Context: an optimization exercise on an open-source flow, tuned for small area, a short achievable clock period and few clock cycles per item. The choices shown serve that exercise and are no tape-out recipe.
The RTL was checked by simulation tests, not by an equivalence proof against the original design.
Power and IR drop assume default switching activity.

`flow/run.sh`:
```
#!/bin/bash
# synth_recipe.tcl (not shown) runs the flow's synth.tcl, then flattens the netlist and writes it again
# the make line also repeats each setting of config.mk as NAME=value (left out here)
make -C /OpenROAD-flow-scripts/flow DESIGN_CONFIG=/design/flow/config.mk WORK_HOME=/design/flow/orfs CLKGATE_MAP_FILE= SYNTH_SCRIPT=/design/flow/synth_recipe.tcl finish
```
`flow/config.mk`:
```
export PLATFORM = sky130hd
export DESIGN_NAME = hash_search
export DESIGN_NICKNAME = hash_search
export VERILOG_FILES = /design/flow/design.v
export SDC_FILE = /design/flow/constraint.sdc
export NUM_CORES = 4
export LEC_CHECK = 0
export ABC_AREA = 1
export CAP_MARGIN = 20
export CELL_PAD_IN_SITES_DETAIL_PLACEMENT = 1
export CELL_PAD_IN_SITES_GLOBAL_PLACEMENT = 2
export CORE_MARGIN = 2
export CORE_UTILIZATION = 50
export CTS_BUF_LIST = sky130_fd_sc_hd__clkbuf_4 sky130_fd_sc_hd__clkbuf_8
export PLACE_DENSITY = 0.62
export SETUP_SLACK_MARGIN = 5
export SLEW_MARGIN = 20
```
`flow/constraint.sdc`:
```
create_clock -name core_clock -period 10.0 [get_ports {clk}]
set_input_delay 2.0000 -clock core_clock [delete_from_list [all_inputs] [get_ports {clk}]]
set_output_delay 2.0000 -clock core_clock [all_outputs]
set_load 0.01 [all_outputs]
```
`flow/design.v`:
```
`default_nettype none
package hash_search_pkg;
    localparam int pattern_w    = 8;
    localparam int nibble_w     = 4;
    localparam int bucket_count = 16;
    localparam int bucket_slots = 16;
    localparam int fill_w       = 5;     
    localparam int row_w        = nibble_w * bucket_slots;
    localparam int key_w        = 5;     
    localparam int elem_w       = key_w + nibble_w;
    localparam int list_w       = 3 * elem_w;
endpackage
`default_nettype wire
`timescale 1ns/10ps
`default_nettype none
module bucket_index (
    input  logic                                    clk,
    input  logic                                    reset,
    input  logic                                    store_write,
    input  logic [hash_search_pkg::pattern_w-1:0]   write_data,
    input  logic [hash_search_pkg::pattern_w-1:0]   read_key,
    output logic [hash_search_pkg::row_w-1:0]       row_lo,
    output logic [hash_search_pkg::row_w-1:0]       row_hi,
    output logic [hash_search_pkg::fill_w-1:0]      fill_lo,
    output logic [hash_search_pkg::fill_w-1:0]      fill_hi
);
    localparam int nb = hash_search_pkg::bucket_count;
    localparam int rw = hash_search_pkg::row_w;
    localparam int fw = hash_search_pkg::fill_w;
    logic [nb-1:0][rw-1:0] tab_lo;
    logic [nb-1:0][rw-1:0] tab_hi;
    logic [nb-1:0][fw-1:0] cnt_lo;
    logic [nb-1:0][fw-1:0] cnt_hi;
    logic [nb-1:0]         we_lo;
    logic [nb-1:0]         we_hi;
    always_comb
    begin
        for (int b = 0; b < nb; b++)
        begin
            we_lo[b] = store_write && (write_data[3:0] == b) && !cnt_lo[b][fw-1];
            we_hi[b] = store_write && (write_data[7:4] == b) && !cnt_hi[b][fw-1];
        end
    end
    always_ff @(posedge clk)
    begin
        for (int b = 0; b < nb; b++)
        begin
            if (we_lo[b])
            begin
                tab_lo[b] <= {tab_lo[b][rw-5:0], write_data[7:4]};
            end
            if (we_hi[b])
            begin
                tab_hi[b] <= {tab_hi[b][rw-5:0], write_data[3:0]};
            end
        end
    end
    always_ff @(posedge clk)
    begin
        for (int b = 0; b < nb; b++)
        begin
            if (reset || we_lo[b])
            begin
                cnt_lo[b] <= reset ? '0 : cnt_lo[b] + 1'b1;
            end
            if (reset || we_hi[b])
            begin
                cnt_hi[b] <= reset ? '0 : cnt_hi[b] + 1'b1;
            end
        end
    end
    logic [nb-1:0] sel_lo;
    logic [nb-1:0] sel_hi;
    always_comb
    begin
        row_lo  = '0;
        row_hi  = '0;
        fill_lo = '0;
        fill_hi = '0;
        for (int b = 0; b < nb; b++)
        begin
            sel_lo[b] = (read_key[3:0] == b);
            sel_hi[b] = (read_key[7:4] == b);
            row_lo    = row_lo  | ({rw{sel_lo[b]}} & tab_lo[b]);
            row_hi    = row_hi  | ({rw{sel_hi[b]}} & tab_hi[b]);
            fill_lo   = fill_lo | ({fw{sel_lo[b]}} & cnt_lo[b]);
            fill_hi   = fill_hi | ({fw{sel_hi[b]}} & cnt_hi[b]);
        end
    end
endmodule
`default_nettype wire
`timescale 1ns/10ps
`default_nettype none
module distance_rank #(
    parameter bit skip_same = 1'b0     
) (
    input  logic [hash_search_pkg::row_w-1:0]     row,
    input  logic [15:0]                           valid,     
    input  logic                                  extra_valid,
    input  logic [hash_search_pkg::nibble_w-1:0]  extra_diff,
    output logic [hash_search_pkg::list_w-1:0]    best,
    output logic [14:0]                           counts     
);                                                           
    localparam int kw = hash_search_pkg::key_w;
    localparam int ew = hash_search_pkg::elem_w;
    function automatic logic [ew-1:0] elem(input logic valid, input logic [3:0] x);
        logic [4:0] t;
        t[0] = |x;
        t[1] = (x[0] & x[1]) | (x[0] & x[2]) | (x[0] & x[3]) | (x[1] & x[2]) | (x[1] & x[3]) | (x[2] & x[3]);
        t[2] = (x[0] & x[1] & x[2]) | (x[0] & x[1] & x[3]) | (x[0] & x[2] & x[3]) | (x[1] & x[2] & x[3]);
        t[3] = &x;
        t[4] = 1'b0;
        if (!valid || (skip_same && !t[0]))
        begin
            t = '1;
        end
        elem = {t, x};
    endfunction
    function automatic logic beats(input logic [ew-1:0] b, input logic [ew-1:0] a);
        beats = |(a[ew-1:ew-kw] & ~b[ew-1:ew-kw]);
    endfunction
    logic [ew-1:0] item [17];     
    always_comb
    begin
        for (int k = 0; k < 16; k++)
        begin
            item[k] = elem(valid[15 - k], row[4*(15-k) +: 4]);
        end
        item[16] = elem(extra_valid, extra_diff);
    end
    logic [3:0] ga0_0;
    logic [3:0] ga0_1;
    logic [3:0] ga0_2;
    logic [3:0] ga0_3;
    logic [3:0] ga0_4;
    logic [ew-1:0] grp0_0;
    logic [ew-1:0] grp0_1;
    logic [ew-1:0] grp0_2;
    logic [4:0] ga1_0;
    logic [4:0] ga1_1;
    logic [4:0] ga1_2;
    logic [4:0] ga1_3;
    logic [4:0] ga1_4;
    logic [4:0] ga1_5;
    logic [ew-1:0] grp1_0;
    logic [ew-1:0] grp1_1;
    logic [ew-1:0] grp1_2;
    logic [4:0] ga2_0;
    logic [4:0] ga2_1;
    logic [4:0] ga2_2;
    logic [4:0] ga2_3;
    logic [4:0] ga2_4;
    logic [4:0] ga2_5;
    logic [ew-1:0] grp2_0;
    logic [ew-1:0] grp2_1;
    logic [ew-1:0] grp2_2;
    always_comb
    begin
        ga0_0[0] = beats(item[1], item[0]);
        ga0_0[1] = beats(item[2], item[0]);
        ga0_0[2] = beats(item[3], item[0]);
        ga0_0[3] = beats(item[4], item[0]);
        ga0_1[0] = !beats(item[1], item[0]);
        ga0_1[1] = beats(item[2], item[1]);
        ga0_1[2] = beats(item[3], item[1]);
        ga0_1[3] = beats(item[4], item[1]);
        ga0_2[0] = !beats(item[2], item[0]);
        ga0_2[1] = !beats(item[2], item[1]);
        ga0_2[2] = beats(item[3], item[2]);
        ga0_2[3] = beats(item[4], item[2]);
        ga0_3[0] = !beats(item[3], item[0]);
        ga0_3[1] = !beats(item[3], item[1]);
        ga0_3[2] = !beats(item[3], item[2]);
        ga0_3[3] = beats(item[4], item[3]);
        ga0_4[0] = !beats(item[4], item[0]);
        ga0_4[1] = !beats(item[4], item[1]);
        ga0_4[2] = !beats(item[4], item[2]);
        ga0_4[3] = !beats(item[4], item[3]);
        grp0_0 = ({ew{(!ga0_0[0] & !ga0_0[1] & !ga0_0[2] & !ga0_0[3])}} & item[0])
            | ({ew{(!ga0_1[0] & !ga0_1[1] & !ga0_1[2] & !ga0_1[3])}} & item[1])
            | ({ew{(!ga0_2[0] & !ga0_2[1] & !ga0_2[2] & !ga0_2[3])}} & item[2])
            | ({ew{(!ga0_3[0] & !ga0_3[1] & !ga0_3[2] & !ga0_3[3])}} & item[3])
            | ({ew{(!ga0_4[0] & !ga0_4[1] & !ga0_4[2] & !ga0_4[3])}} & item[4]);
        grp0_1 = ({ew{(ga0_0[0] & !ga0_0[1] & !ga0_0[2] & !ga0_0[3]) | (!ga0_0[0] & ga0_0[1] & !ga0_0[2] & !ga0_0[3]) | (!ga0_0[0] & !ga0_0[1] & ga0_0[2] & !ga0_0[3]) | (!ga0_0[0] & !ga0_0[1] & !ga0_0[2] & ga0_0[3])}} & item[0])
            | ({ew{(ga0_1[0] & !ga0_1[1] & !ga0_1[2] & !ga0_1[3]) | (!ga0_1[0] & ga0_1[1] & !ga0_1[2] & !ga0_1[3]) | (!ga0_1[0] & !ga0_1[1] & ga0_1[2] & !ga0_1[3]) | (!ga0_1[0] & !ga0_1[1] & !ga0_1[2] & ga0_1[3])}} & item[1])
            | ({ew{(ga0_2[0] & !ga0_2[1] & !ga0_2[2] & !ga0_2[3]) | (!ga0_2[0] & ga0_2[1] & !ga0_2[2] & !ga0_2[3]) | (!ga0_2[0] & !ga0_2[1] & ga0_2[2] & !ga0_2[3]) | (!ga0_2[0] & !ga0_2[1] & !ga0_2[2] & ga0_2[3])}} & item[2])
            | ({ew{(ga0_3[0] & !ga0_3[1] & !ga0_3[2] & !ga0_3[3]) | (!ga0_3[0] & ga0_3[1] & !ga0_3[2] & !ga0_3[3]) | (!ga0_3[0] & !ga0_3[1] & ga0_3[2] & !ga0_3[3]) | (!ga0_3[0] & !ga0_3[1] & !ga0_3[2] & ga0_3[3])}} & item[3])
            | ({ew{(ga0_4[0] & !ga0_4[1] & !ga0_4[2] & !ga0_4[3]) | (!ga0_4[0] & ga0_4[1] & !ga0_4[2] & !ga0_4[3]) | (!ga0_4[0] & !ga0_4[1] & ga0_4[2] & !ga0_4[3]) | (!ga0_4[0] & !ga0_4[1] & !ga0_4[2] & ga0_4[3])}} & item[4]);
        grp0_2 = ({ew{(ga0_0[0] & ga0_0[1] & !ga0_0[2] & !ga0_0[3]) | (ga0_0[0] & !ga0_0[1] & ga0_0[2] & !ga0_0[3]) | (ga0_0[0] & !ga0_0[1] & !ga0_0[2] & ga0_0[3]) | (!ga0_0[0] & ga0_0[1] & ga0_0[2] & !ga0_0[3]) | (!ga0_0[0] & ga0_0[1] & !ga0_0[2] & ga0_0[3]) | (!ga0_0[0] & !ga0_0[1] & ga0_0[2] & ga0_0[3])}} & item[0])
            | ({ew{(ga0_1[0] & ga0_1[1] & !ga0_1[2] & !ga0_1[3]) | (ga0_1[0] & !ga0_1[1] & ga0_1[2] & !ga0_1[3]) | (ga0_1[0] & !ga0_1[1] & !ga0_1[2] & ga0_1[3]) | (!ga0_1[0] & ga0_1[1] & ga0_1[2] & !ga0_1[3]) | (!ga0_1[0] & ga0_1[1] & !ga0_1[2] & ga0_1[3]) | (!ga0_1[0] & !ga0_1[1] & ga0_1[2] & ga0_1[3])}} & item[1])
            | ({ew{(ga0_2[0] & ga0_2[1] & !ga0_2[2] & !ga0_2[3]) | (ga0_2[0] & !ga0_2[1] & ga0_2[2] & !ga0_2[3]) | (ga0_2[0] & !ga0_2[1] & !ga0_2[2] & ga0_2[3]) | (!ga0_2[0] & ga0_2[1] & ga0_2[2] & !ga0_2[3]) | (!ga0_2[0] & ga0_2[1] & !ga0_2[2] & ga0_2[3]) | (!ga0_2[0] & !ga0_2[1] & ga0_2[2] & ga0_2[3])}} & item[2])
            | ({ew{(ga0_3[0] & ga0_3[1] & !ga0_3[2] & !ga0_3[3]) | (ga0_3[0] & !ga0_3[1] & ga0_3[2] & !ga0_3[3]) | (ga0_3[0] & !ga0_3[1] & !ga0_3[2] & ga0_3[3]) | (!ga0_3[0] & ga0_3[1] & ga0_3[2] & !ga0_3[3]) | (!ga0_3[0] & ga0_3[1] & !ga0_3[2] & ga0_3[3]) | (!ga0_3[0] & !ga0_3[1] & ga0_3[2] & ga0_3[3])}} & item[3])
            | ({ew{(ga0_4[0] & ga0_4[1] & !ga0_4[2] & !ga0_4[3]) | (ga0_4[0] & !ga0_4[1] & ga0_4[2] & !ga0_4[3]) | (ga0_4[0] & !ga0_4[1] & !ga0_4[2] & ga0_4[3]) | (!ga0_4[0] & ga0_4[1] & ga0_4[2] & !ga0_4[3]) | (!ga0_4[0] & ga0_4[1] & !ga0_4[2] & ga0_4[3]) | (!ga0_4[0] & !ga0_4[1] & ga0_4[2] & ga0_4[3])}} & item[4]);
        ga1_0[0] = beats(item[6], item[5]);
        ga1_0[1] = beats(item[7], item[5]);
        ga1_0[2] = beats(item[8], item[5]);
        ga1_0[3] = beats(item[9], item[5]);
        ga1_0[4] = beats(item[10], item[5]);
        ga1_1[0] = !beats(item[6], item[5]);
        ga1_1[1] = beats(item[7], item[6]);
        ga1_1[2] = beats(item[8], item[6]);
        ga1_1[3] = beats(item[9], item[6]);
        ga1_1[4] = beats(item[10], item[6]);
        ga1_2[0] = !beats(item[7], item[5]);
        ga1_2[1] = !beats(item[7], item[6]);
        ga1_2[2] = beats(item[8], item[7]);
        ga1_2[3] = beats(item[9], item[7]);
        ga1_2[4] = beats(item[10], item[7]);
        ga1_3[0] = !beats(item[8], item[5]);
        ga1_3[1] = !beats(item[8], item[6]);
        ga1_3[2] = !beats(item[8], item[7]);
        ga1_3[3] = beats(item[9], item[8]);
        ga1_3[4] = beats(item[10], item[8]);
        ga1_4[0] = !beats(item[9], item[5]);
        ga1_4[1] = !beats(item[9], item[6]);
        ga1_4[2] = !beats(item[9], item[7]);
        ga1_4[3] = !beats(item[9], item[8]);
        ga1_4[4] = beats(item[10], item[9]);
        ga1_5[0] = !beats(item[10], item[5]);
        ga1_5[1] = !beats(item[10], item[6]);
        ga1_5[2] = !beats(item[10], item[7]);
        ga1_5[3] = !beats(item[10], item[8]);
        ga1_5[4] = !beats(item[10], item[9]);
        grp1_0 = ({ew{(!ga1_0[0] & !ga1_0[1] & !ga1_0[2] & !ga1_0[3] & !ga1_0[4])}} & item[5])
            | ({ew{(!ga1_1[0] & !ga1_1[1] & !ga1_1[2] & !ga1_1[3] & !ga1_1[4])}} & item[6])
            | ({ew{(!ga1_2[0] & !ga1_2[1] & !ga1_2[2] & !ga1_2[3] & !ga1_2[4])}} & item[7])
            | ({ew{(!ga1_3[0] & !ga1_3[1] & !ga1_3[2] & !ga1_3[3] & !ga1_3[4])}} & item[8])
            | ({ew{(!ga1_4[0] & !ga1_4[1] & !ga1_4[2] & !ga1_4[3] & !ga1_4[4])}} & item[9])
            | ({ew{(!ga1_5[0] & !ga1_5[1] & !ga1_5[2] & !ga1_5[3] & !ga1_5[4])}} & item[10]);
        grp1_1 = ({ew{(ga1_0[0] & !ga1_0[1] & !ga1_0[2] & !ga1_0[3] & !ga1_0[4]) | (!ga1_0[0] & ga1_0[1] & !ga1_0[2] & !ga1_0[3] & !ga1_0[4]) | (!ga1_0[0] & !ga1_0[1] & ga1_0[2] & !ga1_0[3] & !ga1_0[4]) | (!ga1_0[0] & !ga1_0[1] & !ga1_0[2] & ga1_0[3] & !ga1_0[4]) | (!ga1_0[0] & !ga1_0[1] & !ga1_0[2] & !ga1_0[3] & ga1_0[4])}} & item[5])
            | ({ew{(ga1_1[0] & !ga1_1[1] & !ga1_1[2] & !ga1_1[3] & !ga1_1[4]) | (!ga1_1[0] & ga1_1[1] & !ga1_1[2] & !ga1_1[3] & !ga1_1[4]) | (!ga1_1[0] & !ga1_1[1] & ga1_1[2] & !ga1_1[3] & !ga1_1[4]) | (!ga1_1[0] & !ga1_1[1] & !ga1_1[2] & ga1_1[3] & !ga1_1[4]) | (!ga1_1[0] & !ga1_1[1] & !ga1_1[2] & !ga1_1[3] & ga1_1[4])}} & item[6])
            | ({ew{(ga1_2[0] & !ga1_2[1] & !ga1_2[2] & !ga1_2[3] & !ga1_2[4]) | (!ga1_2[0] & ga1_2[1] & !ga1_2[2] & !ga1_2[3] & !ga1_2[4]) | (!ga1_2[0] & !ga1_2[1] & ga1_2[2] & !ga1_2[3] & !ga1_2[4]) | (!ga1_2[0] & !ga1_2[1] & !ga1_2[2] & ga1_2[3] & !ga1_2[4]) | (!ga1_2[0] & !ga1_2[1] & !ga1_2[2] & !ga1_2[3] & ga1_2[4])}} & item[7])
            | ({ew{(ga1_3[0] & !ga1_3[1] & !ga1_3[2] & !ga1_3[3] & !ga1_3[4]) | (!ga1_3[0] & ga1_3[1] & !ga1_3[2] & !ga1_3[3] & !ga1_3[4]) | (!ga1_3[0] & !ga1_3[1] & ga1_3[2] & !ga1_3[3] & !ga1_3[4]) | (!ga1_3[0] & !ga1_3[1] & !ga1_3[2] & ga1_3[3] & !ga1_3[4]) | (!ga1_3[0] & !ga1_3[1] & !ga1_3[2] & !ga1_3[3] & ga1_3[4])}} & item[8])
            | ({ew{(ga1_4[0] & !ga1_4[1] & !ga1_4[2] & !ga1_4[3] & !ga1_4[4]) | (!ga1_4[0] & ga1_4[1] & !ga1_4[2] & !ga1_4[3] & !ga1_4[4]) | (!ga1_4[0] & !ga1_4[1] & ga1_4[2] & !ga1_4[3] & !ga1_4[4]) | (!ga1_4[0] & !ga1_4[1] & !ga1_4[2] & ga1_4[3] & !ga1_4[4]) | (!ga1_4[0] & !ga1_4[1] & !ga1_4[2] & !ga1_4[3] & ga1_4[4])}} & item[9])
            | ({ew{(ga1_5[0] & !ga1_5[1] & !ga1_5[2] & !ga1_5[3] & !ga1_5[4]) | (!ga1_5[0] & ga1_5[1] & !ga1_5[2] & !ga1_5[3] & !ga1_5[4]) | (!ga1_5[0] & !ga1_5[1] & ga1_5[2] & !ga1_5[3] & !ga1_5[4]) | (!ga1_5[0] & !ga1_5[1] & !ga1_5[2] & ga1_5[3] & !ga1_5[4]) | (!ga1_5[0] & !ga1_5[1] & !ga1_5[2] & !ga1_5[3] & ga1_5[4])}} & item[10]);
        grp1_2 = ({ew{(ga1_0[0] & ga1_0[1] & !ga1_0[2] & !ga1_0[3] & !ga1_0[4]) | (ga1_0[0] & !ga1_0[1] & ga1_0[2] & !ga1_0[3] & !ga1_0[4]) | (ga1_0[0] & !ga1_0[1] & !ga1_0[2] & ga1_0[3] & !ga1_0[4]) | (ga1_0[0] & !ga1_0[1] & !ga1_0[2] & !ga1_0[3] & ga1_0[4]) | (!ga1_0[0] & ga1_0[1] & ga1_0[2] & !ga1_0[3] & !ga1_0[4]) | (!ga1_0[0] & ga1_0[1] & !ga1_0[2] & ga1_0[3] & !ga1_0[4]) | (!ga1_0[0] & ga1_0[1] & !ga1_0[2] & !ga1_0[3] & ga1_0[4]) | (!ga1_0[0] & !ga1_0[1] & ga1_0[2] & ga1_0[3] & !ga1_0[4]) | (!ga1_0[0] & !ga1_0[1] & ga1_0[2] & !ga1_0[3] & ga1_0[4]) | (!ga1_0[0] & !ga1_0[1] & !ga1_0[2] & ga1_0[3] & ga1_0[4])}} & item[5])
            | ({ew{(ga1_1[0] & ga1_1[1] & !ga1_1[2] & !ga1_1[3] & !ga1_1[4]) | (ga1_1[0] & !ga1_1[1] & ga1_1[2] & !ga1_1[3] & !ga1_1[4]) | (ga1_1[0] & !ga1_1[1] & !ga1_1[2] & ga1_1[3] & !ga1_1[4]) | (ga1_1[0] & !ga1_1[1] & !ga1_1[2] & !ga1_1[3] & ga1_1[4]) | (!ga1_1[0] & ga1_1[1] & ga1_1[2] & !ga1_1[3] & !ga1_1[4]) | (!ga1_1[0] & ga1_1[1] & !ga1_1[2] & ga1_1[3] & !ga1_1[4]) | (!ga1_1[0] & ga1_1[1] & !ga1_1[2] & !ga1_1[3] & ga1_1[4]) | (!ga1_1[0] & !ga1_1[1] & ga1_1[2] & ga1_1[3] & !ga1_1[4]) | (!ga1_1[0] & !ga1_1[1] & ga1_1[2] & !ga1_1[3] & ga1_1[4]) | (!ga1_1[0] & !ga1_1[1] & !ga1_1[2] & ga1_1[3] & ga1_1[4])}} & item[6])
            | ({ew{(ga1_2[0] & ga1_2[1] & !ga1_2[2] & !ga1_2[3] & !ga1_2[4]) | (ga1_2[0] & !ga1_2[1] & ga1_2[2] & !ga1_2[3] & !ga1_2[4]) | (ga1_2[0] & !ga1_2[1] & !ga1_2[2] & ga1_2[3] & !ga1_2[4]) | (ga1_2[0] & !ga1_2[1] & !ga1_2[2] & !ga1_2[3] & ga1_2[4]) | (!ga1_2[0] & ga1_2[1] & ga1_2[2] & !ga1_2[3] & !ga1_2[4]) | (!ga1_2[0] & ga1_2[1] & !ga1_2[2] & ga1_2[3] & !ga1_2[4]) | (!ga1_2[0] & ga1_2[1] & !ga1_2[2] & !ga1_2[3] & ga1_2[4]) | (!ga1_2[0] & !ga1_2[1] & ga1_2[2] & ga1_2[3] & !ga1_2[4]) | (!ga1_2[0] & !ga1_2[1] & ga1_2[2] & !ga1_2[3] & ga1_2[4]) | (!ga1_2[0] & !ga1_2[1] & !ga1_2[2] & ga1_2[3] & ga1_2[4])}} & item[7])
            | ({ew{(ga1_3[0] & ga1_3[1] & !ga1_3[2] & !ga1_3[3] & !ga1_3[4]) | (ga1_3[0] & !ga1_3[1] & ga1_3[2] & !ga1_3[3] & !ga1_3[4]) | (ga1_3[0] & !ga1_3[1] & !ga1_3[2] & ga1_3[3] & !ga1_3[4]) | (ga1_3[0] & !ga1_3[1] & !ga1_3[2] & !ga1_3[3] & ga1_3[4]) | (!ga1_3[0] & ga1_3[1] & ga1_3[2] & !ga1_3[3] & !ga1_3[4]) | (!ga1_3[0] & ga1_3[1] & !ga1_3[2] & ga1_3[3] & !ga1_3[4]) | (!ga1_3[0] & ga1_3[1] & !ga1_3[2] & !ga1_3[3] & ga1_3[4]) | (!ga1_3[0] & !ga1_3[1] & ga1_3[2] & ga1_3[3] & !ga1_3[4]) | (!ga1_3[0] & !ga1_3[1] & ga1_3[2] & !ga1_3[3] & ga1_3[4]) | (!ga1_3[0] & !ga1_3[1] & !ga1_3[2] & ga1_3[3] & ga1_3[4])}} & item[8])
            | ({ew{(ga1_4[0] & ga1_4[1] & !ga1_4[2] & !ga1_4[3] & !ga1_4[4]) | (ga1_4[0] & !ga1_4[1] & ga1_4[2] & !ga1_4[3] & !ga1_4[4]) | (ga1_4[0] & !ga1_4[1] & !ga1_4[2] & ga1_4[3] & !ga1_4[4]) | (ga1_4[0] & !ga1_4[1] & !ga1_4[2] & !ga1_4[3] & ga1_4[4]) | (!ga1_4[0] & ga1_4[1] & ga1_4[2] & !ga1_4[3] & !ga1_4[4]) | (!ga1_4[0] & ga1_4[1] & !ga1_4[2] & ga1_4[3] & !ga1_4[4]) | (!ga1_4[0] & ga1_4[1] & !ga1_4[2] & !ga1_4[3] & ga1_4[4]) | (!ga1_4[0] & !ga1_4[1] & ga1_4[2] & ga1_4[3] & !ga1_4[4]) | (!ga1_4[0] & !ga1_4[1] & ga1_4[2] & !ga1_4[3] & ga1_4[4]) | (!ga1_4[0] & !ga1_4[1] & !ga1_4[2] & ga1_4[3] & ga1_4[4])}} & item[9])
            | ({ew{(ga1_5[0] & ga1_5[1] & !ga1_5[2] & !ga1_5[3] & !ga1_5[4]) | (ga1_5[0] & !ga1_5[1] & ga1_5[2] & !ga1_5[3] & !ga1_5[4]) | (ga1_5[0] & !ga1_5[1] & !ga1_5[2] & ga1_5[3] & !ga1_5[4]) | (ga1_5[0] & !ga1_5[1] & !ga1_5[2] & !ga1_5[3] & ga1_5[4]) | (!ga1_5[0] & ga1_5[1] & ga1_5[2] & !ga1_5[3] & !ga1_5[4]) | (!ga1_5[0] & ga1_5[1] & !ga1_5[2] & ga1_5[3] & !ga1_5[4]) | (!ga1_5[0] & ga1_5[1] & !ga1_5[2] & !ga1_5[3] & ga1_5[4]) | (!ga1_5[0] & !ga1_5[1] & ga1_5[2] & ga1_5[3] & !ga1_5[4]) | (!ga1_5[0] & !ga1_5[1] & ga1_5[2] & !ga1_5[3] & ga1_5[4]) | (!ga1_5[0] & !ga1_5[1] & !ga1_5[2] & ga1_5[3] & ga1_5[4])}} & item[10]);
        ga2_0[0] = beats(item[12], item[11]);
        ga2_0[1] = beats(item[13], item[11]);
        ga2_0[2] = beats(item[14], item[11]);
        ga2_0[3] = beats(item[15], item[11]);
        ga2_0[4] = beats(item[16], item[11]);
        ga2_1[0] = !beats(item[12], item[11]);
        ga2_1[1] = beats(item[13], item[12]);
        ga2_1[2] = beats(item[14], item[12]);
        ga2_1[3] = beats(item[15], item[12]);
        ga2_1[4] = beats(item[16], item[12]);
        ga2_2[0] = !beats(item[13], item[11]);
        ga2_2[1] = !beats(item[13], item[12]);
        ga2_2[2] = beats(item[14], item[13]);
        ga2_2[3] = beats(item[15], item[13]);
        ga2_2[4] = beats(item[16], item[13]);
        ga2_3[0] = !beats(item[14], item[11]);
        ga2_3[1] = !beats(item[14], item[12]);
        ga2_3[2] = !beats(item[14], item[13]);
        ga2_3[3] = beats(item[15], item[14]);
        ga2_3[4] = beats(item[16], item[14]);
        ga2_4[0] = !beats(item[15], item[11]);
        ga2_4[1] = !beats(item[15], item[12]);
        ga2_4[2] = !beats(item[15], item[13]);
        ga2_4[3] = !beats(item[15], item[14]);
        ga2_4[4] = beats(item[16], item[15]);
        ga2_5[0] = !beats(item[16], item[11]);
        ga2_5[1] = !beats(item[16], item[12]);
        ga2_5[2] = !beats(item[16], item[13]);
        ga2_5[3] = !beats(item[16], item[14]);
        ga2_5[4] = !beats(item[16], item[15]);
        grp2_0 = ({ew{(!ga2_0[0] & !ga2_0[1] & !ga2_0[2] & !ga2_0[3] & !ga2_0[4])}} & item[11])
            | ({ew{(!ga2_1[0] & !ga2_1[1] & !ga2_1[2] & !ga2_1[3] & !ga2_1[4])}} & item[12])
            | ({ew{(!ga2_2[0] & !ga2_2[1] & !ga2_2[2] & !ga2_2[3] & !ga2_2[4])}} & item[13])
            | ({ew{(!ga2_3[0] & !ga2_3[1] & !ga2_3[2] & !ga2_3[3] & !ga2_3[4])}} & item[14])
            | ({ew{(!ga2_4[0] & !ga2_4[1] & !ga2_4[2] & !ga2_4[3] & !ga2_4[4])}} & item[15])
            | ({ew{(!ga2_5[0] & !ga2_5[1] & !ga2_5[2] & !ga2_5[3] & !ga2_5[4])}} & item[16]);
        grp2_1 = ({ew{(ga2_0[0] & !ga2_0[1] & !ga2_0[2] & !ga2_0[3] & !ga2_0[4]) | (!ga2_0[0] & ga2_0[1] & !ga2_0[2] & !ga2_0[3] & !ga2_0[4]) | (!ga2_0[0] & !ga2_0[1] & ga2_0[2] & !ga2_0[3] & !ga2_0[4]) | (!ga2_0[0] & !ga2_0[1] & !ga2_0[2] & ga2_0[3] & !ga2_0[4]) | (!ga2_0[0] & !ga2_0[1] & !ga2_0[2] & !ga2_0[3] & ga2_0[4])}} & item[11])
            | ({ew{(ga2_1[0] & !ga2_1[1] & !ga2_1[2] & !ga2_1[3] & !ga2_1[4]) | (!ga2_1[0] & ga2_1[1] & !ga2_1[2] & !ga2_1[3] & !ga2_1[4]) | (!ga2_1[0] & !ga2_1[1] & ga2_1[2] & !ga2_1[3] & !ga2_1[4]) | (!ga2_1[0] & !ga2_1[1] & !ga2_1[2] & ga2_1[3] & !ga2_1[4]) | (!ga2_1[0] & !ga2_1[1] & !ga2_1[2] & !ga2_1[3] & ga2_1[4])}} & item[12])
            | ({ew{(ga2_2[0] & !ga2_2[1] & !ga2_2[2] & !ga2_2[3] & !ga2_2[4]) | (!ga2_2[0] & ga2_2[1] & !ga2_2[2] & !ga2_2[3] & !ga2_2[4]) | (!ga2_2[0] & !ga2_2[1] & ga2_2[2] & !ga2_2[3] & !ga2_2[4]) | (!ga2_2[0] & !ga2_2[1] & !ga2_2[2] & ga2_2[3] & !ga2_2[4]) | (!ga2_2[0] & !ga2_2[1] & !ga2_2[2] & !ga2_2[3] & ga2_2[4])}} & item[13])
            | ({ew{(ga2_3[0] & !ga2_3[1] & !ga2_3[2] & !ga2_3[3] & !ga2_3[4]) | (!ga2_3[0] & ga2_3[1] & !ga2_3[2] & !ga2_3[3] & !ga2_3[4]) | (!ga2_3[0] & !ga2_3[1] & ga2_3[2] & !ga2_3[3] & !ga2_3[4]) | (!ga2_3[0] & !ga2_3[1] & !ga2_3[2] & ga2_3[3] & !ga2_3[4]) | (!ga2_3[0] & !ga2_3[1] & !ga2_3[2] & !ga2_3[3] & ga2_3[4])}} & item[14])
            | ({ew{(ga2_4[0] & !ga2_4[1] & !ga2_4[2] & !ga2_4[3] & !ga2_4[4]) | (!ga2_4[0] & ga2_4[1] & !ga2_4[2] & !ga2_4[3] & !ga2_4[4]) | (!ga2_4[0] & !ga2_4[1] & ga2_4[2] & !ga2_4[3] & !ga2_4[4]) | (!ga2_4[0] & !ga2_4[1] & !ga2_4[2] & ga2_4[3] & !ga2_4[4]) | (!ga2_4[0] & !ga2_4[1] & !ga2_4[2] & !ga2_4[3] & ga2_4[4])}} & item[15])
            | ({ew{(ga2_5[0] & !ga2_5[1] & !ga2_5[2] & !ga2_5[3] & !ga2_5[4]) | (!ga2_5[0] & ga2_5[1] & !ga2_5[2] & !ga2_5[3] & !ga2_5[4]) | (!ga2_5[0] & !ga2_5[1] & ga2_5[2] & !ga2_5[3] & !ga2_5[4]) | (!ga2_5[0] & !ga2_5[1] & !ga2_5[2] & ga2_5[3] & !ga2_5[4]) | (!ga2_5[0] & !ga2_5[1] & !ga2_5[2] & !ga2_5[3] & ga2_5[4])}} & item[16]);
        grp2_2 = ({ew{(ga2_0[0] & ga2_0[1] & !ga2_0[2] & !ga2_0[3] & !ga2_0[4]) | (ga2_0[0] & !ga2_0[1] & ga2_0[2] & !ga2_0[3] & !ga2_0[4]) | (ga2_0[0] & !ga2_0[1] & !ga2_0[2] & ga2_0[3] & !ga2_0[4]) | (ga2_0[0] & !ga2_0[1] & !ga2_0[2] & !ga2_0[3] & ga2_0[4]) | (!ga2_0[0] & ga2_0[1] & ga2_0[2] & !ga2_0[3] & !ga2_0[4]) | (!ga2_0[0] & ga2_0[1] & !ga2_0[2] & ga2_0[3] & !ga2_0[4]) | (!ga2_0[0] & ga2_0[1] & !ga2_0[2] & !ga2_0[3] & ga2_0[4]) | (!ga2_0[0] & !ga2_0[1] & ga2_0[2] & ga2_0[3] & !ga2_0[4]) | (!ga2_0[0] & !ga2_0[1] & ga2_0[2] & !ga2_0[3] & ga2_0[4]) | (!ga2_0[0] & !ga2_0[1] & !ga2_0[2] & ga2_0[3] & ga2_0[4])}} & item[11])
            | ({ew{(ga2_1[0] & ga2_1[1] & !ga2_1[2] & !ga2_1[3] & !ga2_1[4]) | (ga2_1[0] & !ga2_1[1] & ga2_1[2] & !ga2_1[3] & !ga2_1[4]) | (ga2_1[0] & !ga2_1[1] & !ga2_1[2] & ga2_1[3] & !ga2_1[4]) | (ga2_1[0] & !ga2_1[1] & !ga2_1[2] & !ga2_1[3] & ga2_1[4]) | (!ga2_1[0] & ga2_1[1] & ga2_1[2] & !ga2_1[3] & !ga2_1[4]) | (!ga2_1[0] & ga2_1[1] & !ga2_1[2] & ga2_1[3] & !ga2_1[4]) | (!ga2_1[0] & ga2_1[1] & !ga2_1[2] & !ga2_1[3] & ga2_1[4]) | (!ga2_1[0] & !ga2_1[1] & ga2_1[2] & ga2_1[3] & !ga2_1[4]) | (!ga2_1[0] & !ga2_1[1] & ga2_1[2] & !ga2_1[3] & ga2_1[4]) | (!ga2_1[0] & !ga2_1[1] & !ga2_1[2] & ga2_1[3] & ga2_1[4])}} & item[12])
            | ({ew{(ga2_2[0] & ga2_2[1] & !ga2_2[2] & !ga2_2[3] & !ga2_2[4]) | (ga2_2[0] & !ga2_2[1] & ga2_2[2] & !ga2_2[3] & !ga2_2[4]) | (ga2_2[0] & !ga2_2[1] & !ga2_2[2] & ga2_2[3] & !ga2_2[4]) | (ga2_2[0] & !ga2_2[1] & !ga2_2[2] & !ga2_2[3] & ga2_2[4]) | (!ga2_2[0] & ga2_2[1] & ga2_2[2] & !ga2_2[3] & !ga2_2[4]) | (!ga2_2[0] & ga2_2[1] & !ga2_2[2] & ga2_2[3] & !ga2_2[4]) | (!ga2_2[0] & ga2_2[1] & !ga2_2[2] & !ga2_2[3] & ga2_2[4]) | (!ga2_2[0] & !ga2_2[1] & ga2_2[2] & ga2_2[3] & !ga2_2[4]) | (!ga2_2[0] & !ga2_2[1] & ga2_2[2] & !ga2_2[3] & ga2_2[4]) | (!ga2_2[0] & !ga2_2[1] & !ga2_2[2] & ga2_2[3] & ga2_2[4])}} & item[13])
            | ({ew{(ga2_3[0] & ga2_3[1] & !ga2_3[2] & !ga2_3[3] & !ga2_3[4]) | (ga2_3[0] & !ga2_3[1] & ga2_3[2] & !ga2_3[3] & !ga2_3[4]) | (ga2_3[0] & !ga2_3[1] & !ga2_3[2] & ga2_3[3] & !ga2_3[4]) | (ga2_3[0] & !ga2_3[1] & !ga2_3[2] & !ga2_3[3] & ga2_3[4]) | (!ga2_3[0] & ga2_3[1] & ga2_3[2] & !ga2_3[3] & !ga2_3[4]) | (!ga2_3[0] & ga2_3[1] & !ga2_3[2] & ga2_3[3] & !ga2_3[4]) | (!ga2_3[0] & ga2_3[1] & !ga2_3[2] & !ga2_3[3] & ga2_3[4]) | (!ga2_3[0] & !ga2_3[1] & ga2_3[2] & ga2_3[3] & !ga2_3[4]) | (!ga2_3[0] & !ga2_3[1] & ga2_3[2] & !ga2_3[3] & ga2_3[4]) | (!ga2_3[0] & !ga2_3[1] & !ga2_3[2] & ga2_3[3] & ga2_3[4])}} & item[14])
            | ({ew{(ga2_4[0] & ga2_4[1] & !ga2_4[2] & !ga2_4[3] & !ga2_4[4]) | (ga2_4[0] & !ga2_4[1] & ga2_4[2] & !ga2_4[3] & !ga2_4[4]) | (ga2_4[0] & !ga2_4[1] & !ga2_4[2] & ga2_4[3] & !ga2_4[4]) | (ga2_4[0] & !ga2_4[1] & !ga2_4[2] & !ga2_4[3] & ga2_4[4]) | (!ga2_4[0] & ga2_4[1] & ga2_4[2] & !ga2_4[3] & !ga2_4[4]) | (!ga2_4[0] & ga2_4[1] & !ga2_4[2] & ga2_4[3] & !ga2_4[4]) | (!ga2_4[0] & ga2_4[1] & !ga2_4[2] & !ga2_4[3] & ga2_4[4]) | (!ga2_4[0] & !ga2_4[1] & ga2_4[2] & ga2_4[3] & !ga2_4[4]) | (!ga2_4[0] & !ga2_4[1] & ga2_4[2] & !ga2_4[3] & ga2_4[4]) | (!ga2_4[0] & !ga2_4[1] & !ga2_4[2] & ga2_4[3] & ga2_4[4])}} & item[15])
            | ({ew{(ga2_5[0] & ga2_5[1] & !ga2_5[2] & !ga2_5[3] & !ga2_5[4]) | (ga2_5[0] & !ga2_5[1] & ga2_5[2] & !ga2_5[3] & !ga2_5[4]) | (ga2_5[0] & !ga2_5[1] & !ga2_5[2] & ga2_5[3] & !ga2_5[4]) | (ga2_5[0] & !ga2_5[1] & !ga2_5[2] & !ga2_5[3] & ga2_5[4]) | (!ga2_5[0] & ga2_5[1] & ga2_5[2] & !ga2_5[3] & !ga2_5[4]) | (!ga2_5[0] & ga2_5[1] & !ga2_5[2] & ga2_5[3] & !ga2_5[4]) | (!ga2_5[0] & ga2_5[1] & !ga2_5[2] & !ga2_5[3] & ga2_5[4]) | (!ga2_5[0] & !ga2_5[1] & ga2_5[2] & ga2_5[3] & !ga2_5[4]) | (!ga2_5[0] & !ga2_5[1] & ga2_5[2] & !ga2_5[3] & ga2_5[4]) | (!ga2_5[0] & !ga2_5[1] & !ga2_5[2] & ga2_5[3] & ga2_5[4])}} & item[16]);
    end
    logic [2:0] f0_0_1;
    logic [2:0] f0_0_2;
    logic [2:0] f0_1_1;
    logic [2:0] f0_1_2;
    logic [2:0] f0_2_1;
    logic [2:0] f0_2_2;
    logic [2:0] f1_0_0;
    logic [2:0] f1_0_2;
    logic [2:0] f1_1_0;
    logic [2:0] f1_1_2;
    logic [2:0] f1_2_0;
    logic [2:0] f1_2_2;
    logic [2:0] f2_0_0;
    logic [2:0] f2_0_1;
    logic [2:0] f2_1_0;
    logic [2:0] f2_1_1;
    logic [2:0] f2_2_0;
    logic [2:0] f2_2_1;
    logic [ew-1:0] o [3];
    always_comb
    begin
        f0_0_1[0] = beats(grp1_0, grp0_0);
        f0_0_1[1] = beats(grp1_1, grp0_0);
        f0_0_1[2] = beats(grp1_2, grp0_0);
        f0_0_2[0] = beats(grp2_0, grp0_0);
        f0_0_2[1] = beats(grp2_1, grp0_0);
        f0_0_2[2] = beats(grp2_2, grp0_0);
        f0_1_1[0] = beats(grp1_0, grp0_1);
        f0_1_1[1] = beats(grp1_1, grp0_1);
        f0_1_1[2] = beats(grp1_2, grp0_1);
        f0_1_2[0] = beats(grp2_0, grp0_1);
        f0_1_2[1] = beats(grp2_1, grp0_1);
        f0_1_2[2] = beats(grp2_2, grp0_1);
        f0_2_1[0] = beats(grp1_0, grp0_2);
        f0_2_1[1] = beats(grp1_1, grp0_2);
        f0_2_1[2] = beats(grp1_2, grp0_2);
        f0_2_2[0] = beats(grp2_0, grp0_2);
        f0_2_2[1] = beats(grp2_1, grp0_2);
        f0_2_2[2] = beats(grp2_2, grp0_2);
        f1_0_0[0] = !beats(grp1_0, grp0_0);
        f1_0_0[1] = !beats(grp1_0, grp0_1);
        f1_0_0[2] = !beats(grp1_0, grp0_2);
        f1_0_2[0] = beats(grp2_0, grp1_0);
        f1_0_2[1] = beats(grp2_1, grp1_0);
        f1_0_2[2] = beats(grp2_2, grp1_0);
        f1_1_0[0] = !beats(grp1_1, grp0_0);
        f1_1_0[1] = !beats(grp1_1, grp0_1);
        f1_1_0[2] = !beats(grp1_1, grp0_2);
        f1_1_2[0] = beats(grp2_0, grp1_1);
        f1_1_2[1] = beats(grp2_1, grp1_1);
        f1_1_2[2] = beats(grp2_2, grp1_1);
        f1_2_0[0] = !beats(grp1_2, grp0_0);
        f1_2_0[1] = !beats(grp1_2, grp0_1);
        f1_2_0[2] = !beats(grp1_2, grp0_2);
        f1_2_2[0] = beats(grp2_0, grp1_2);
        f1_2_2[1] = beats(grp2_1, grp1_2);
        f1_2_2[2] = beats(grp2_2, grp1_2);
        f2_0_0[0] = !beats(grp2_0, grp0_0);
        f2_0_0[1] = !beats(grp2_0, grp0_1);
        f2_0_0[2] = !beats(grp2_0, grp0_2);
        f2_0_1[0] = !beats(grp2_0, grp1_0);
        f2_0_1[1] = !beats(grp2_0, grp1_1);
        f2_0_1[2] = !beats(grp2_0, grp1_2);
        f2_1_0[0] = !beats(grp2_1, grp0_0);
        f2_1_0[1] = !beats(grp2_1, grp0_1);
        f2_1_0[2] = !beats(grp2_1, grp0_2);
        f2_1_1[0] = !beats(grp2_1, grp1_0);
        f2_1_1[1] = !beats(grp2_1, grp1_1);
        f2_1_1[2] = !beats(grp2_1, grp1_2);
        f2_2_0[0] = !beats(grp2_2, grp0_0);
        f2_2_0[1] = !beats(grp2_2, grp0_1);
        f2_2_0[2] = !beats(grp2_2, grp0_2);
        f2_2_1[0] = !beats(grp2_2, grp1_0);
        f2_2_1[1] = !beats(grp2_2, grp1_1);
        f2_2_1[2] = !beats(grp2_2, grp1_2);
        o[0] = ({ew{(!f0_0_1[0] & !f0_0_2[0])}} & grp0_0)
            | ({ew{(!f1_0_0[0] & !f1_0_2[0])}} & grp1_0)
            | ({ew{(!f2_0_0[0] & !f2_0_1[0])}} & grp2_0);
        o[1] = ({ew{(!f0_0_1[0] & (f0_0_2[0] & !f0_0_2[1])) | ((f0_0_1[0] & !f0_0_1[1]) & !f0_0_2[0])}} & grp0_0)
            | ({ew{(!f0_1_1[0] & !f0_1_2[0])}} & grp0_1)
            | ({ew{(!f1_0_0[0] & (f1_0_2[0] & !f1_0_2[1])) | ((f1_0_0[0] & !f1_0_0[1]) & !f1_0_2[0])}} & grp1_0)
            | ({ew{(!f1_1_0[0] & !f1_1_2[0])}} & grp1_1)
            | ({ew{(!f2_0_0[0] & (f2_0_1[0] & !f2_0_1[1])) | ((f2_0_0[0] & !f2_0_0[1]) & !f2_0_1[0])}} & grp2_0)
            | ({ew{(!f2_1_0[0] & !f2_1_1[0])}} & grp2_1);
        o[2] = ({ew{(!f0_0_1[0] & (f0_0_2[1] & !f0_0_2[2])) | ((f0_0_1[0] & !f0_0_1[1]) & (f0_0_2[0] & !f0_0_2[1])) | ((f0_0_1[1] & !f0_0_1[2]) & !f0_0_2[0])}} & grp0_0)
            | ({ew{(!f0_1_1[0] & (f0_1_2[0] & !f0_1_2[1])) | ((f0_1_1[0] & !f0_1_1[1]) & !f0_1_2[0])}} & grp0_1)
            | ({ew{(!f0_2_1[0] & !f0_2_2[0])}} & grp0_2)
            | ({ew{(!f1_0_0[0] & (f1_0_2[1] & !f1_0_2[2])) | ((f1_0_0[0] & !f1_0_0[1]) & (f1_0_2[0] & !f1_0_2[1])) | ((f1_0_0[1] & !f1_0_0[2]) & !f1_0_2[0])}} & grp1_0)
            | ({ew{(!f1_1_0[0] & (f1_1_2[0] & !f1_1_2[1])) | ((f1_1_0[0] & !f1_1_0[1]) & !f1_1_2[0])}} & grp1_1)
            | ({ew{(!f1_2_0[0] & !f1_2_2[0])}} & grp1_2)
            | ({ew{(!f2_0_0[0] & (f2_0_1[1] & !f2_0_1[2])) | ((f2_0_0[0] & !f2_0_0[1]) & (f2_0_1[0] & !f2_0_1[1])) | ((f2_0_0[1] & !f2_0_0[2]) & !f2_0_1[0])}} & grp2_0)
            | ({ew{(!f2_1_0[0] & (f2_1_1[0] & !f2_1_1[1])) | ((f2_1_0[0] & !f2_1_0[1]) & !f2_1_1[0])}} & grp2_1)
            | ({ew{(!f2_2_0[0] & !f2_2_1[0])}} & grp2_2);
    end
    assign best = {o[2], o[1], o[0]};
    function automatic logic [2:0] add3(input logic [2:0] a, input logic [2:0] b);
        add3[0] = a[0] | b[0];
        add3[1] = a[1] | b[1] | (a[0] & b[0]);
        add3[2] = a[2] | b[2] | (a[1] & b[0]) | (a[0] & b[1]);
    endfunction
    always_comb
    begin
        for (int t = 0; t < 5; t++)
        begin
            counts[3*t +: 3] = {!grp0_2[ew-kw+t], !grp0_1[ew-kw+t], !grp0_0[ew-kw+t]};
            counts[3*t +: 3] = add3(counts[3*t +: 3], {!grp1_2[ew-kw+t], !grp1_1[ew-kw+t], !grp1_0[ew-kw+t]});
            counts[3*t +: 3] = add3(counts[3*t +: 3], {!grp2_2[ew-kw+t], !grp2_1[ew-kw+t], !grp2_0[ew-kw+t]});
        end
    end
endmodule
`default_nettype wire
`timescale 1ns/10ps
`default_nettype none
module hash_search (
    input  logic                                  clk,
    input  logic                                  reset,
    input  logic                                  load_valid,
    input  logic [hash_search_pkg::pattern_w-1:0] load_data,
    input  logic                                  query_start,
    input  logic [hash_search_pkg::pattern_w-1:0] query_data,
    output logic                                  busy,
    output logic                                  done,
    output logic [1:0]                            match_count,
    output logic [hash_search_pkg::pattern_w-1:0] match0,
    output logic [hash_search_pkg::pattern_w-1:0] match1,
    output logic [hash_search_pkg::pattern_w-1:0] match2,
    output logic [3:0]                            dist0,
    output logic [3:0]                            dist1,
    output logic [3:0]                            dist2
);
    localparam int rw = hash_search_pkg::row_w;
    localparam int fw = hash_search_pkg::fill_w;
    localparam int ew = hash_search_pkg::elem_w;
    localparam int lw = hash_search_pkg::list_w;
    localparam int kw = hash_search_pkg::key_w;
    logic          busy_q;
    logic          rank_q;      
    logic          done_q;
    logic          store_full;
    logic [7:0]    store_count;
    logic          load_ok;
    logic          query_ok;
    logic          store_write;
    logic [rw-1:0] row_lo, row_hi;
    logic [fw-1:0] fill_lo, fill_hi;
    logic [rw-1:0] row_lo_q, row_hi_q;
    logic [15:0]   valid_lo_q, valid_hi_q;     
    logic [7:0]    key_q;
    logic          extra_lo_q;     
    logic          extra_hi_q;
    logic [7:0]    extra_diff_q;   
    logic [lw-1:0] best_lo, best_hi;
    assign busy        = busy_q;
    assign done        = done_q;
    assign load_ok     = load_valid && !busy_q;
    assign query_ok    = query_start && !busy_q;
    assign store_write = load_ok && !store_full;
    always_ff @(posedge clk)
    begin
        if (reset)
        begin
            busy_q <= 1'b0;
            rank_q <= 1'b0;
            done_q <= 1'b0;
        end
        else
        begin
            busy_q <= query_ok || rank_q;
            rank_q <= query_ok;
            done_q <= rank_q;
        end
    end
    always_ff @(posedge clk)
    begin
        if (reset)
        begin
            store_count <= '0;
            store_full  <= 1'b0;
        end
        else if (store_write)
        begin
            {store_full, store_count} <= {1'b0, store_count} + 1'b1;
        end
    end
    bucket_index u_index (
        .clk         (clk),
        .reset       (reset),
        .store_write (store_write),
        .write_data  (load_data),
        .read_key    (query_data),
        .row_lo      (row_lo),
        .row_hi      (row_hi),
        .fill_lo     (fill_lo),
        .fill_hi     (fill_hi)
    );
    always_ff @(posedge clk)
    begin
        row_lo_q     <= row_lo ^ {16{query_data[7:4]}};
        row_hi_q     <= row_hi ^ {16{query_data[3:0]}};
        for (int k = 0; k < 16; k++)
        begin
            valid_lo_q[k] <= (k < fill_lo);
            valid_hi_q[k] <= (k < fill_hi);
        end
        key_q        <= query_data;
        extra_lo_q   <= store_write && (load_data[3:0] == query_data[3:0]);
        extra_hi_q   <= store_write && (load_data[7:4] == query_data[7:4]);
        extra_diff_q <= load_data ^ query_data;
    end
    logic [14:0] counts_lo, counts_hi;
    distance_rank #(.skip_same(1'b0)) u_rank_lo (
        .row         (row_lo_q),
        .valid       (valid_lo_q),
        .extra_valid (extra_lo_q && !valid_lo_q[15]),
        .extra_diff  (extra_diff_q[7:4]),
        .best        (best_lo),
        .counts      (counts_lo)
    );
    distance_rank #(.skip_same(1'b1)) u_rank_hi (
        .row         (row_hi_q),
        .valid       (valid_hi_q),
        .extra_valid (extra_hi_q && !valid_hi_q[15]),
        .extra_diff  (extra_diff_q[3:0]),
        .best        (best_hi),
        .counts      (counts_hi)
    );
    function automatic logic [2:0] add3(input logic [2:0] a, input logic [2:0] b);
        add3[0] = a[0] | b[0];
        add3[1] = a[1] | b[1] | (a[0] & b[0]);
        add3[2] = a[2] | b[2] | (a[1] & b[0]) | (a[0] & b[1]);
    endfunction
    function automatic logic ahead(input logic [14:0] ca, input logic [14:0] cb, input int i, input int j);
        ahead = 1'b0;
        for (int t = 0; t < 5; t++)
        begin
            ahead = ahead | (cb[3*t + j] & !ca[3*t + i]);
        end
    endfunction
    logic        c00, c10, c01, c20, c11, c02;
    logic [10:0] pick;          
    logic [2:0]  both [5];      
    logic [2:0]  place_dist [3];
    logic [1:0]  count;
    always_comb
    begin
        c00 = ahead(counts_lo, counts_hi, 0, 0);
        c10 = ahead(counts_lo, counts_hi, 1, 0);
        c01 = ahead(counts_lo, counts_hi, 0, 1);
        c20 = ahead(counts_lo, counts_hi, 2, 0);
        c11 = ahead(counts_lo, counts_hi, 1, 1);
        c02 = ahead(counts_lo, counts_hi, 0, 2);
        pick[0]  = c00;
        pick[1]  = !c00 & !c10;
        pick[2]  = !c00 & c10;
        pick[3]  = c00 & !c01;
        pick[4]  = c00 & c01;
        pick[5]  = !c00 & !c10 & !c20;
        pick[6]  = !c00 & !c10 & c20;
        pick[7]  = ((c00 & !c01) | (!c00 & c10)) & !c11;
        pick[8]  = ((c00 & !c01) | (!c00 & c10)) & c11;
        pick[9]  = c00 & c01 & !c02;
        pick[10] = c00 & c01 & c02;
        for (int t = 0; t < 5; t++)
        begin
            both[t] = add3(counts_lo[3*t +: 3], counts_hi[3*t +: 3]);
        end
        for (int k = 0; k < 3; k++)
        begin
            place_dist[k] = {!both[3][k], !both[1][k] & both[3][k],
                             (!both[0][k] & both[1][k]) | (!both[2][k] & both[3][k])};
        end
        count = {both[4][1], both[4][2] | (both[4][0] & !both[4][1])};
    end
    logic [3:0]  res_lo [3];     
    logic [3:0]  res_hi [3];
    logic [7:0]  res_key;
    logic [10:0] res_pick;
    logic [2:0]  res_dist [3];
    logic [1:0]  res_count;
    always_ff @(posedge clk)
    begin
        if (rank_q)
        begin
            for (int k = 0; k < 3; k++)
            begin
                res_lo[k]   <= best_lo[9*k +: 4];
                res_hi[k]   <= best_hi[9*k +: 4];
                res_dist[k] <= place_dist[k];
            end
            res_key   <= key_q;
            res_pick  <= pick;
            res_count <= count;
        end
    end
    logic [7:0] a0, a1, a2, b0, b1, b2;
    always_comb
    begin
        a0 = {res_lo[0] ^ res_key[7:4], res_key[3:0]};
        a1 = {res_lo[1] ^ res_key[7:4], res_key[3:0]};
        a2 = {res_lo[2] ^ res_key[7:4], res_key[3:0]};
        b0 = {res_key[7:4], res_hi[0] ^ res_key[3:0]};
        b1 = {res_key[7:4], res_hi[1] ^ res_key[3:0]};
        b2 = {res_key[7:4], res_hi[2] ^ res_key[3:0]};
    end
    assign match0 = ({8{res_pick[0]}} & b0) | ({8{!res_pick[0]}} & a0);
    assign match1 = ({8{res_pick[1]}} & a1) | ({8{res_pick[2]}} & b0)
                  | ({8{res_pick[3]}} & a0) | ({8{res_pick[4]}} & b1);
    assign match2 = ({8{res_pick[5]}} & a2) | ({8{res_pick[6]}} & b0)
                  | ({8{res_pick[7]}} & a1) | ({8{res_pick[8]}} & b1)
                  | ({8{res_pick[9]}} & a0) | ({8{res_pick[10]}} & b2);
    assign dist0  = {1'b0, res_dist[0]};
    assign dist1  = {1'b0, res_dist[1]};
    assign dist2  = {1'b0, res_dist[2]};
    assign match_count = res_count;
endmodule
`default_nettype wire
```
==> results of run 1 <==
==> flip-flops by register name, summed over array words and instances, names as in the netlist, 2 cells and up <==
signal          count
res_pick           11
u_index.cnt_lo     80
res_lo             12
extra_diff_q        8
valid_lo_q         16
u_index.cnt_hi     80
res_count           2
res_key             8
key_q               8
row_lo_q           64
res_hi             12
u_index.tab_lo   1024
row_hi_q           64
store_count         8
res_dist            9
u_index.tab_hi   1024
valid_hi_q         16
==> per-stage QoR <==
| step | hold WS, ns | cells |
|---|---|---|
| 2_1_floorplan | 0.3855 | 10330 |
| 3_3_place_gp | 0.3856 | 13090 |
| 3_5_place_dp | 0.3896 | 13090 |
| 4_1_cts | 0.3876 | 13810 |
| 5_1_grt | 0.3911 | 13830 |
| 6_report | 0.3902 | 13840 |
==> area by class of cell <==
| cell class | count | area share, % |
|---|---|---|
| Timing Repair Buffer | 212 | 1.576 |
| Clock inverter | 105 | 0.5243 |
| Clock buffer | 592 | 5.798 |
| Inverter | 796 | 2.497 |
| Multi-Input combinational cell | 6803 | 28.54 |
| Antenna cell | 6 | 0.01217 |
| Sequential cell | 2452 | 58.15 |
| Tap cell | 2871 | 2.911 |
==> synthesized netlist by cell type, types with 100 or more instances <==
cell and n:
nand2_1 3144, inv_2 107, nor2_2 132, inv_1 669
edfxtp_1 2262, nor2_1 752, nand3_1 743, xor2_1 149
clkbuf_1 201, a22o_1 136, dfxtp_1 190, a21oi_1 265
nand4_1 229, o21ai_0 100, a221oi_1 327
==> final timing paths <==
| kind | from | end | slack [ns] |
|---|---|---|---|
| setup / recovery | query_data[7] | valid_hi_q[0] | 5.00 |
| hold / removal | u_index.tab_hi[774] | u_index.tab_hi[778] | 0.39 |
| setup reg to reg | row_hi_q[20] | res_dist[2][0] | 5.06 |
| hold reg to reg | u_index.tab_hi[774] | u_index.tab_hi[778] | 0.39 |
==> power by group through the flow <==
stage	combinational [mW]	clock, mW	sequential (mW)
2_1_floorplan	7.32	0	11.9
3_3_place_gp	10.9	0	12.2
3_5_place_dp	11.1	0	12.3
4_1_cts	11.2	8.71	12.0
5_1_grt	12.4	9.11	12.1
6_report	11.3	8.64	12.1
==> worst max-delay path: stages <==
cell and delay (ns):
clkdlybuf4s50_1 0.40, buf_4 0.23, nand2_1 0.61, nor2_4 0.26
inv_1 0.53, o22ai_1 0.15, a221oi_1 0.25, o2111ai_1 0.21
nor2_4 0.31, inv_1 0.12, nor2_2 0.29, inv_1 0.10
nor2_1 0.13, inv_1 0.07, nor2_1 0.14, nand2_1 0.07
==> layer usage <==
layer	share of wire (%)	GRT usage (%)	up-vias
met3	9.8	7.478	758
li1	-	-	37100
met2	45	54.98	4479
met5	0.011	0	-
met1	42	49.65	43130
met4	3.2	11.70	2
==> kinds of logic after synthesis <==
kind of cell	share of synthesized area (%)
AND/OR/NAND/NOR	21.32
XOR/XNOR	1.529
flip-flops	65.12
AO/OA/AOI/OAI	7.879
buffers and inverters	3.777
adder cells (fa/ha/maj)	0.3748
other	0.003404
==> timing repair <==
action	CTS	global route
resized for setup	57	47
cloned	9	3
setup buffers	14	16
pin swaps	15	6
endpoints found under the setup margin	161	106
hold buffers	0	0
==> summary.md, run 1 <==
| Metric | Value |
|---|---|
| CP Launch Type | `input pin` |
| Clock-pin slew on the worst setup and hold paths | `0.06 ns` |
| Final wirelength | `403,400 um` |
| Multi-input logic area | `0.03521 sq mm` |
| Initial drt markers | `9,731` |
| Vias in the first global route | `88,000` |
| Combinational fraction of design power | `35.4%` |
| Int Pwr | `19.19 mW` |
| Status | `complete, no violations` |
| Synth warnings | `13` |
| Average instance area after synthesis | `10.67 sq um` |
| Design area | `0.1234 sq mm` |
| Finish-stage setup viols | `0` |
| Dpl cell area | `0.1148 sq mm` |
| Setup slack after layout | `4.997 ns` |
| EDFF count, synth | `2,262` |
| Sw Share | `40.08%` |
| Top cell type's share of synthesized area | `61.66%` |
| R2R depth | `21` |
| Cells after Synth | `10,320` |
| Synth area leader | `edfxtp_1` |
| Row count | `172` |
| Setup TNS | `0 ns` |
| CP Data Required Time | `10.91 ns` |
| Clock buffer depth | `4` |
| Slew headroom | `20.19%` |
| Setup Crit Path Kind | `input pin to flop` |
| Hold Crit Depth | `0` |
| DIE AREA | `0.2241 sq mm` |
| ANT nets after route | `0` |
| Max Fanout on Critical Path | `13` |
| Wirelength per Cell | `just under 30 um` |
| Via-per-instance ratio | `6.177` |
| Hpwl dp | `280,800 um` |
| Residual DRC | `0` |
| Die height | `473.4 um` |
| First-pass GRT wire length | `between 500,000 and 600,000 um` |
| Sequential cell area | `0.07174 sq mm` |
| Drt pass-1 iters | `6` |
| Clock share of power | `between 20 and 30%` |
| VDD IR-drop max | `0.1732 mV` |
| Core Region | `0.2193 sq mm` |
| P&R area growth vs syn | `12.01%` |
| Element type at the critical path end | `flop` |
| Final Skew | `roughly 0.12 ns` |
| Max_cap viols | `0` |
| Pwr Density | `259.6 mW/mm^2` |
| Overall routing resource usage | `35.38%` |
| Skew-Pair Late Insertion Delay | `1.13 ns` |
| H-tree Lvls | `5` |
| IO Port Bufs | `56` |
| Fin crit share | `50.03%` |
| Flop pwr share | `between 30% and 40%` |
| CTS root buffer | `clkbuf_8` |
| Gpl congestion | `0.9573` |
| Fill cells | `23,270` |
| Total number of vias | `between 80,000 and 90,000` |
| Final min period | `5.003 ns` |
| Slew @ Worst Pin | `approximately 1.2 ns` |
| Slew Viols, Final | `0` |
| Largest net degree at the start of global routing | `130` |
| Seq/Total Area, Yosys | `65.12%` |
| Number of synthesized register bits | `approximately 2,500` |
| Worst slack, placed | `~2.7 ns` |
| Num Clock Sinks | `2,452` |
| Hold Crit Class | `flop to flop` |
| Mapped Area | `0.1102 sq mm` |
| Total grt overflow | `0` |
| Die Span X | `473.4 um` |
| Net Sw Power | `12.84 mW` |
| Initial antenna violation count | `8` |
| Post-layout util | `56.26%` |
| Starting Density | `50.23%` |
| Count of different cell masters after synthesis | `71` |
| Layout cells sized above 1 | `13.58%` |
| Top cells by area, synth | `edfxtp_1, nand2_1, dfxtp_1` |
| Io pins | `60` |
| CTS tree | `yes` |
| Pwr Total | `32.03 mW` |
| Primary FF master, synth | `edfxtp_1` |
| RSZ-0062 raised after global routing | `true` |
| Final Hold Violating Endpoints | `0` |
| Commonest cells after routing, fill and taps aside | `nand2_1, edfxtp_1, nand3_1, nor2_1, inv_1` |
| Leak Pwr | `46.74 nW` |
| Critical path arrival | `5.91 ns` |
| Fraction of registers with async set or reset after synthesis | `0%` |
| Commonest non-fill, non-tap cell in the layout | `nand2_1` |
| FMAX | `around 0.20 GHz` |
| Final #Nets | `10,710` |
| TritonCTS Buffers | `393` |
Testbench counts, summed over its fixed seeds: cycles 8,795, queries 2,400.
==> inputs of run 2 (changes only) <==
--- a/flow/config.mk
+++ b/flow/config.mk
@@ -7,3 +7,2 @@
 export LEC_CHECK = 0
-export ABC_AREA = 1
 export CAP_MARGIN = 20
@@ -12,5 +11,5 @@
 export CORE_MARGIN = 2
-export CORE_UTILIZATION = 50
+export CORE_UTILIZATION = 55
 export CTS_BUF_LIST = sky130_fd_sc_hd__clkbuf_4 sky130_fd_sc_hd__clkbuf_8
-export PLACE_DENSITY = 0.62
+export PLACE_DENSITY = 0.66
 export SETUP_SLACK_MARGIN = 5
==> summary.md, run 2 <==
| Metric | Value |
|---|---|
| Count of different cell masters after synthesis | `125` |
| Final Hold Violating Endpoints | `0` |
| Vias in the first global route | `87,140` |
| Wirelength per Cell | `37.67 um` |
| FMAX | `0.1917 GHz` |
| Setup TNS | `0 ns` |
| Residual DRC | `0` |
| Skew-Pair Late Insertion Delay | `1.11 ns` |
| Io pins | `60` |
| First-pass GRT wire length | `612,300 um` |
| Setup Crit Path Kind | `flop to flop` |
| Commonest cells after routing, fill and taps aside | `edfxtp_1, a22o_1, a221oi_1, buf_4, clkbuf_8` |
| DIE AREA | `slightly above 0.2 sq mm` |
| Starting Density | `55.28%` |
| Max_cap viols | `0` |
| Status | `complete, no violations` |
| Drt pass-1 iters | `12` |
| Core Region | `0.1997 sq mm` |
| P&R area growth vs syn | `15.40%` |
| Via-per-instance ratio | `7.558` |
| Clock buffer depth | `4` |
| Number of synthesized register bits | `2,452` |
| Die height | `452.0 um` |
| Finish-stage setup viols | `0` |
| Num Clock Sinks | `2,452` |
| Worst hold slack | `just over 0.4 ns` |
| CP Launch Type | `flop` |
| Pwr Density | `283.2 mW/mm^2` |
| Biggest regs | `u_index.tab_hi x1024, u_index.tab_lo x1024` |
| Layout cells sized above 1 | `21.28%` |
| Fraction of registers with async set or reset after synthesis | `0%` |
| Top cells by area, synth | `edfxtp_1, a221oi_1, a22o_1` |
| CTS root buffer | `clkbuf_8` |
| Leak Pwr | `41.69 nW` |
| Mapped Area | `0.1104 sq mm` |
| Gpl congestion | `1.008` |
| Commonest non-fill, non-tap cell in the layout | `edfxtp_1` |
| Worst slack, placed | `3.367 ns` |
| Slew headroom | `19.00%` |
| Final #Nets | `8,570` |
| Final wirelength | `around 430,000 um` |
| Synth warnings | `13` |
| Primary FF master, synth | `edfxtp_1` |
| Hold Crit Class | `flop to flop` |
| Row count | `164` |
| EDFF count, synth | `between 2,000 and 2,500` |
| Final min period | `between 5 and 6 ns` |
| Setup slack after layout | `between 4 and 5 ns` |
| IO Port Bufs | `56` |
| Die Span X | `452.0 um` |
| Initial drt markers | `13,990` |
| VDD IR-drop max | `roughly 0.19 mV` |
| CP Data Required Time | `10.77 ns` |
| Clock-pin slew on the worst setup and hold paths | `0.07 ns` |
| CTS tree | `yes` |
| Largest net degree at the start of global routing | `109` |
| Element type at the critical path end | `flop` |
| ANT nets after route | `0` |
| R2R depth | `15` |
| CTS hold repair buffers | `0` |
| Overall routing resource usage | `40.71%` |
| Cells after Synth | `8,155` |
| Seq/Total Area, Yosys | `about two thirds` |
| Most common cell in the synthesized netlist | `edfxtp_1` |
| Synth area leader | `edfxtp_1` |
| Top cell type's share of synthesized area | `61.54%` |
| Hold Crit Depth | `0` |
| Synth top cells by count | `edfxtp_1, a221oi_1, a22o_1` |
| Total number of vias | `86,700` |
| Fin crit share | `52.16%` |
| Total grt overflow | `0` |
| H-tree Lvls | `5` |
| Hpwl dp | `between 200,000 and 300,000 um` |
| Slew @ Worst Pin | `1.215 ns` |
| Pwr Total | `36.08 mW` |
| Average instance area after synthesis | `13.54 sq um` |
| Critical path arrival | `5.98 ns` |
| RSZ-0062 raised after global routing | `true` |
| Max Fanout on Critical Path | `13` |
| Final Skew | `approximately 0.11 ns` |
| TritonCTS Buffers | `between 300 and 400` |
| Initial antenna violation count | `20` |
| Slew Viols, Final | `0` |
==> run 2: metrics by stage <==
step,cells,area [sq um],util (%)
floorplan,8157,110900,-
global route,11470,127400,63.80
finish,11470,127400,63.80
CTS,11310,124700,62.46
detailed placement,10440,113800,56.99
global placement,10440,113800,56.98
==> run 2: final timing paths <==
kind,end,start,slack (ns)
worst max-delay path,res_hi[2][2],row_hi_q[21],4.78
worst min-delay path,res_key[4],key_q[4],0.41
worst max register to register,res_hi[2][2],row_hi_q[21],4.78
worst min register to register,res_key[4],key_q[4],0.41
==> run 2: kinds of logic (layout without fill, tap and decap cells) <==
group	Yosys count	after routing	share of synthesized area, %
AO/OA/AOI/OAI	2482	2483	18.70
XOR/XNOR	402	402	3.197
adder cells (fa/ha/maj)	56	56	0.5906
buffers and inverters	666	1316	2.545
flip-flops	2452	2452	64.98
multiplexers	5	5	0.04874
other	1	8	0.003397
AND/OR/NAND/NOR	2091	2093	9.930
==> run 2: worst max-delay path, stage by stage, from the launching register on <==
cell and delay [ns]:
dfxtp_4 0.43, or3_1 0.47, o21a_1 0.31, nand2_1 0.33, o221a_2 0.45, nor3_1 0.08, a222oi_1 0.36, buf_4 0.19
nand2_2 0.16, a2111oi_4 0.54, buf_4 0.19, a21oi_2 0.07, nor4_4 0.37, o31a_1 0.29, o2bb2ai_1 0.10, or4_1 0.53
==> run 2: layout make-up <==
type                    count  area, sq um
diodes                      5        12.51
clock buffers             560         6800
clock inverters           126        909.6
fillers                 18650        72270
inverters                  54        206.4
multi-input cells        5042        39360
flip-flops and latches   2452        71940
well taps                2656         3323
repair buffers            576         4835
==> run 2: per-layer routing <==
layer  track usage (%)  routed length, um
met1             55.42             163300
met2             61.93             193600
met3             10.24              54360
met4             18.42              20720
met5                 0                112
==> run 2: where the power goes <==
| part | internal (mW) | switching [mW] |
|---|---|---|
| Clock | 4.69 | 4.09 |
| Sequential | 11.5 | 0.698 |
| Combinational | 5.44 | 9.64 |
==> run 2: timing repair <==
item	CTS	global route
pin swaps	81	100
resized for setup	384	301
setup endpoints to repair	63	54
setup buffers	186	144
cloned	0	4
endpoints found under the hold margin	0	0

port drivers added, routing unchanged:
In the flow no input, the clock included, has a driving cell. The finished layouts below were timed again as built, in two steps. Step 1 (the two cells are an assumption about what drives the block):
set clk [get_ports {clk}]
set_driving_cell -lib_cell sky130_fd_sc_hd__clkbuf_16 $clk
set_driving_cell -lib_cell sky130_fd_sc_hd__buf_2 [delete_from_list [all_inputs] $clk]
Step 2 times the ports against the registers' clock, not the clock port: input delays grow and output delays shrink by t, the midpoint of the rising clock arrivals with the driver on. Three values: no drivers, after step 1, after step 2; two values: the first two.
run	t, ns	setup WS [ns]	worst data-port slew with drivers (ns)
run 1	1.169	4.997 / 5.052 / 3.883	0.04
run 2	1.157	4.784 / 4.784 / 3.705	0.13
After both steps every run listed still meets setup and hold. For run 1, which loses most, drivers alone change the setup slack by +0.055 ns; drivers and shift together by -1.114 ns.
